What follows belongs to an exercise in optimizing a design on an open flow for small area, a short achievable clock period and few clock cycles; a production flow would make more cautious choices. Only simulation tests tie the RTL to the original design; equivalence was not proved. Power is estimated from default activity; no workload was simulated.

// mem_stage
module mem_stage (
	input  logic        clk,
	input  logic        rst,
	input  logic        mem_req_load,
	input  logic        mem_req_store,
	input  logic [31:0] mem_req_addr,
	input  logic [31:0] mem_req_mdr,
	input  logic [1:0]  mem_req_width,
	input  logic [3:0]  mem_req_rd_sel,
	input  logic [31:0] wr_val,
	input  logic        update_rd,
	input  logic [3:0]  rd_sel,
	input  logic        cache_instr,
	input  logic [1:0]  cache_op,
	input  logic        i_cacheop_complete,
	input  logic        d_cacheop_complete,
	input  logic        dbg_en,
	input  logic        dbg_req_access,
	input  logic        dbg_req_wr_en,
	input  logic [31:0] dbg_req_addr,
	input  logic [1:0]  dbg_req_width,
	input  logic [31:0] dbg_req_wr_val,
	output logic        wb_update_rd,
	output logic [3:0]  wb_rd_sel,
	output logic [31:0] wb_val,
	output logic        complete,
	output logic        data_abort,
	output logic        busy,
	output logic [31:0] dbg_rd_val,
	output logic        dbg_compl,
	output logic        i_inval,
	output logic        d_inval,
	output logic        d_flush,
	output logic [7:0]  i_idx,
	output logic [7:0]  d_idx
);
Size: ~3900 cells after synthesis, ~2100 flip-flops, ~280 I/O pins.
Settings: LEC_CHECK=0, CAP_MARGIN=20, CORE_MARGIN=2, CORE_UTILIZATION=50, SLEW_MARGIN=20, SYNTH_HIERARCHICAL=1, SYNTH_MEMORY_MAX_BITS=8192; clock period 12.0 ns.
standard.sh (not shown) runs the stock make flow with config.mk's settings and CLKGATE_MAP_FILE= SYNTH_SCRIPT=/design/flow/synth_recipe.tcl, a recipe that flattens the netlist after the stock synthesis.
==> flow/flow/run.sh <==
#!/bin/bash
# Standard synthesis and layout, with three changes to how the layout is made:
#  - timing repair aims well below the 12 ns clock (setup margin), so the
#    achieved period (12 ns less the worst slack) comes out short;
#  - clock tree: clkbuf_8 leaf buffers serving clusters of up to 12 sinks, and no
#    dummy loads, instead of ~200 clkbuf_16 leaves for ~2100 flip-flops;
#  - every port still gets its own buffer, but starting from buf_1 (repair
#    upsizes the ones on critical paths) rather than a delay cell.
set -euo pipefail
bash standard.sh \
  "CTS_ARGS=-sink_clustering_enable -repair_clock_nets -dont_use_dummy_load -sink_clustering_size 12 -sink_clustering_max_diameter 50 -buf_list sky130_fd_sc_hd__clkbuf_8" \
  "BUFFER_PORTS_ARGS=-buffer_cell sky130_fd_sc_hd__buf_1" \
  SETUP_SLACK_MARGIN=6.5 finish > make_finish.log 2>&1
Testbench counts at the start, summed over its fixed seeds: cycles 34,848.
Edit:
--- a/flow/flow/run.sh
+++ b/flow/flow/run.sh
@@ -5 +5 @@
-#  - clock tree: clkbuf_8 leaf buffers serving clusters of up to 12 sinks, and no
+#  - clock tree: clkbuf_8 leaf buffers serving clusters of up to 14 sinks, and no
@@ -11 +11 @@
-  "CTS_ARGS=-sink_clustering_enable -repair_clock_nets -dont_use_dummy_load -sink_clustering_size 12 -sink_clustering_max_diameter 50 -buf_list sky130_fd_sc_hd__clkbuf_8" \
+  "CTS_ARGS=-sink_clustering_enable -repair_clock_nets -dont_use_dummy_load -sink_clustering_size 14 -sink_clustering_max_diameter 50 -buf_list sky130_fd_sc_hd__clkbuf_8" \
Outcome: Core utilization fell by 0.18 points. Non-clock buffer count does not change. Critical path depth goes up by 4. Hold slack hardly moves.
Edit:
--- a/flow/flow/run.sh
+++ b/flow/flow/run.sh
@@ -2 +2 @@
-# Standard synthesis and layout, with three changes to how the layout is made:
+# Standard synthesis and layout, with these changes to how the layout is made:
@@ -5,2 +5,2 @@
-#  - clock tree: clkbuf_8 leaf buffers serving clusters of up to 14 sinks, and no
-#    dummy loads, instead of ~200 clkbuf_16 leaves for ~2100 flip-flops;
+#  - clock tree: clkbuf_8 leaf buffers serving clusters of up to 14 sinks, and
+#    no dummy loads, instead of ~200 clkbuf_16 leaves for ~2100 flip-flops;
@@ -8 +8,4 @@
-#    upsizes the ones on critical paths) rather than a delay cell.
+#    upsizes the ones on critical paths) rather than a delay cell;
+#  - before global placement, flow/upsize.tcl gives the RAM's 64 read
+#    word-select gates drive strength 4 (each drives 32 loads).
+# make's own output goes to make_finish.log; each tool's log stays in orfs/logs.
@@ -12,0 +16 @@
+  "PRE_GLOBAL_PLACE_TCL=$PWD/flow/upsize.tcl" \
==> flow/flow/upsize.tcl (new file) <==
# Sourced before global placement (PRE_GLOBAL_PLACE_TCL). Sets the starting
# drive strength of the gates that drive the design's long or heavily loaded
# nets: the RAM's index predecode, read word selects (32 loads each), write
# word enables, the read OR tree's NOR stage (long wires to the data
# register), the shared RAM index and the write enable. Timing repair only
# works on the few worst paths, so these would otherwise stay at strength 1.
# Cells are found by the net they drive; each becomes the given strength of
# its own cell family.
set targets {
  {*u_data_ram.g_sel*u_sel.y}           4
  {*u_data_ram.g_sel*u_sel.a}           4
  {*u_data_ram.g_sel*u_sel.b}           4
  {*u_data_ram.g_we*u_word.a}           4
  {*u_data_ram.g_we*g_byte*u_byte.a}    2
  {*u_data_ram.g_bit*g_pair*u_p.y}      2
  {acc_addr*}                           4
  {ram_we}                              4
}
set upsized 0
foreach inst [[ord::get_db_block] getInsts] {
  set master [[$inst getMaster] getName]
  if {![regexp {^(sky130_fd_sc_hd__[a-z0-9]+)_([0-9]+)$} $master -> family drive]} continue
  foreach it [$inst getITerms] {
    if {![$it isOutputSignal]} continue
    set net [$it getNet]
    if {$net eq "NULL"} continue
    set name [$net getName]
    foreach {pattern want} $targets {
      if {[string match $pattern $name] && $drive < $want
          && [[ord::get_db] findMaster ${family}_$want] ne "NULL"} {
        replace_cell [$inst getName] ${family}_$want
        incr upsized
        break
      }
    }
  }
}
puts "upsize.tcl: $upsized cells upsized"
--- a/flow/config.mk
+++ b/flow/config.mk
@@ -10 +10 @@
-export CORE_UTILIZATION = 50
+export CORE_UTILIZATION = 75
Outcome: Via count hardly moves. Worst setup slack improved by 0.019 ns. Clock-buffer cell count fell by 15. Sequential power went down by about 0.5%. Critical path depth goes down by 4. Non-clock buffer count shrinks by 42. Design area fell by 0.95%. Clock power came out lower by 6.5%. Power came out lower by 2.2%.

==> port drivers added, routing unchanged <==
The results above use ideal ports. As a check the final layouts listed here were re-extracted and re-timed, cells and wires unchanged. Step 1: set_driving_cell puts a clkbuf_16 on clk and a buf_2 on each other input, an assumption about the parent block. Step 2 moves the port delays by t, midway between the first and last clock arrival at a register: inputs arrive t later, outputs are due t later. That takes back most of the time a late clock gives input paths. a / b / c = no drivers / after step 1 / after step 2; a / b = the first two.
run | shift t [ns] | setup WS [ns] | worst setup path at the end | worst data-port slew with drivers (ns)
the first run | 0.981 | 6.354 / 6.333 / 5.425 | input to register | 0.12
the second run | 0.983 | 6.306 / 6.332 / 5.373 | input to register | 0.11
the third run | 0.927 | 6.325 / 6.299 / 5.861 | input to register | 0.10
After both steps every run listed still meets setup and hold. For the second run, which loses most, drivers alone change the setup slack by +0.026 ns; drivers and shift together by -0.933 ns.
